What follows belongs to an exercise in optimizing a design on an open flow for small area, a short achievable clock period and few clock cycles per item; a production flow would make more cautious choices. Function was checked by simulation only, so behaviour that the tests miss may differ from the original.

Setup of run A:
==> flow/design.v (excerpt) <==
module bce_mean_loss #(
  parameter int MAX_ELEMENTS = 4096
) (
  input  wire logic        clk,
  input  wire logic        rst_n,
  input  wire logic        in_valid,
  output logic             in_ready,
  input  wire logic [16:0] in_prediction,
  input  wire logic [16:0] in_target,
  input  wire logic        in_last_element,
  output logic             out_valid,
  input  wire logic        out_ready,
  output logic [31:0]      out_mean_loss,
  output logic [12:0]      out_element_count,
  input  wire logic        cfg_psel,
  input  wire logic        cfg_penable,
  input  wire logic        cfg_pwrite,
  input  wire logic [2:0]  cfg_paddr,
  input  wire logic [31:0] cfg_pwdata,
  output logic [31:0]      cfg_prdata,
  output logic             cfg_pready
);
For scale: roughly 5400 cells after synthesis, ~160 I/O pins, roughly 48000 um^2 of cells after synthesis.
clock: 13.0 ns
lec_check: 0
cap_margin: 20
core_margin: 2
core_utilization: 40
slew_margin: 20
run.sh (not shown) runs the stock make flow with config.mk's settings and CLKGATE_MAP_FILE= SYNTH_SCRIPT=/design/flow/synth_recipe.tcl, a recipe that flattens the netlist after the stock synthesis.
Run A has completed all stages; timing, DRC and antenna checks passed.
Testbench counts of run A, summed over its fixed seeds: cycles 16,920, items 16,000.
[inputs] run B vs run A
==> flow/flow/run.sh (new file) <==
#!/bin/bash
# Standard layout, with timing repair asked to leave 8 ns of setup slack at
# the design's clock period (the constraints themselves are unchanged).
set -o pipefail
export SETUP_SLACK_MARGIN=8
bash standard.sh > standard.log 2>&1
==> flow/standard.sh (new file) <==
#!/bin/bash
# synth_recipe.tcl (not shown) runs the flow's synth.tcl, then flattens the netlist and writes it again
# the make line also repeats each setting of config.mk as NAME=value (left out here)
make -C /OpenROAD-flow-scripts/flow DESIGN_CONFIG=/design/flow/config.mk WORK_HOME=/design/flow/orfs CLKGATE_MAP_FILE= SYNTH_SCRIPT=/design/flow/synth_recipe.tcl "${@:-finish}"
removed: flow/run.sh
==> comparison <==
- Compared with run A, run B ends up with more cell area.
- Run B vs. run A: total cell area at the placement stage went up by about 0.9%, delay of the slowest cell on the worst path went up by 0.03 ns, number of register bits inferred by synthesis was more or less identical, first-pass GRT wire length went up by 2.7%.
- Re final cell count without fillers: run B is 176 up on run A.
- Compared with run A, in run B hold slack down 0.0059 ns; clock-pin slew on the worst setup and hold paths held; number of buffers inserted by post-CTS setup repair rose by 85.
- | fraction of standard cell area that is sequential | lower: run B |
- Standard cell core area: run A vs run B identical
The following lists how run C was set up differently from run B:
==> flow/flow/run.sh <==
#!/bin/bash
# Standard layout, with timing repair asked to leave 7 ns of setup slack at
# the design's clock period (the constraints themselves are unchanged).
set -o pipefail
export SETUP_SLACK_MARGIN=7
bash standard.sh > standard.log 2>&1
## What came out
- ~same weighted congestion reported at the end of routability-driven placement in run C and run B
- When run C is set beside run B, its met1 wire length turns out to be 2.5% smaller.
- The routed wire length per instance reported for run C is smaller than that of run B by 2.6%.
- Instance count on the critical path: run C < run B
- Going from run B to run C, layout overhead on the synthesized area shrank by 8.3 points; final routed DRC violation total saw little to no change.
- Between run B and run C, total met2 wirelength after detailed routing decreased.
- Looking at share of cell area taken by flip-flops and latches, run C sits 1.6 points above run B.

---

bce_mean_loss, a different RTL version from the one above (not shown whole).
Size in the first run: roughly 5,600 cells after synthesis, ~0.053 mm^2 of cells after synthesis.
Settings: LEC_CHECK=0, CAP_MARGIN=20, CORE_MARGIN=2, CORE_UTILIZATION=40, SLEW_MARGIN=20; clock period 13.0 ns.
standard.sh (not shown) runs the stock make flow with config.mk's settings and CLKGATE_MAP_FILE= SYNTH_SCRIPT=/design/flow/synth_recipe.tcl, a recipe that flattens the netlist after the stock synthesis.
==> flow/flow/run.sh <==
#!/bin/bash
# Standard layout, with timing repair asked to leave 9 ns of setup slack at
# the design's clock period (the constraints themselves are unchanged).
set -o pipefail
export SETUP_SLACK_MARGIN=9
bash standard.sh > standard.log 2>&1
Testbench counts at the start, summed over its fixed seeds: cycles 16,460, items 16,000.
Then changed:
CORE_UTILIZATION = 55   (was 40)
PLACE_DENSITY = 0.7   (was unset)
After rerunning: The changed run completed with no timing, DRC or antenna violations; maximum frequency went up by 0.50%; hold slack gets worse by 0.0052 ns; via count rises by 0.90%; synthesized cell count stays the same.
Then changed:
CORE_UTILIZATION = 65   (was 55)
PLACE_DENSITY = 0.78   (was 0.7)
=>
- synthesized area does not change
- register-to-register slack barely changes
- setup slack got worse by 0.029 ns
- wire length came out higher by 0.65%
- clock skew came out lower by 0.0038 ns

[afterwards: timing with drivers on the ports]
No port has a modelled driver above. Below, the same layouts with a new extraction and two added sets of constraints. Step 1 (the two cells are an assumption about what drives the block):
set clk [get_ports {clk}]
set_driving_cell -lib_cell sky130_fd_sc_hd__clkbuf_16 $clk
set_driving_cell -lib_cell sky130_fd_sc_hd__buf_2 [delete_from_list [all_inputs] $clk]
Step 2, shift: input delay + t, output delay - t, t = (earliest + latest rising clock arrival at the registers) / 2. This alone moves slack from input paths to output paths. Slacks: ideal / step 1 / step 2; pairs: ideal / step 1.
run	t (ns)	slack for setup (ns)	hold slack, ns	clock arrival spread, ns
run A	0.700	6.464 / 6.464 / 6.464	0.320 / 0.320 / 0.320	0.046 / 0.045
run B	0.698	7.442 / 7.442 / 7.442	0.315 / 0.315 / 0.315	0.039 / 0.039
run C	0.706	7.192 / 7.192 / 7.192	0.320 / 0.320 / 0.320	0.047 / 0.047
the first run of note 2	0.780	9.007 / 8.945 / 8.273	0.315 / 0.315 / 0.315	0.063 / 0.063
the second run of note 2	0.726	9.026 / 8.953 / 8.368	0.310 / 0.310 / 0.310	0.035 / 0.035
the third run of note 2	0.712	8.997 / 8.964 / 8.326	0.310 / 0.310 / 0.310	0.029 / 0.029
After both steps every run listed still meets setup and hold. For the first run of note 2, which loses most, drivers alone change the setup slack by -0.062 ns; drivers and shift together by -0.734 ns.
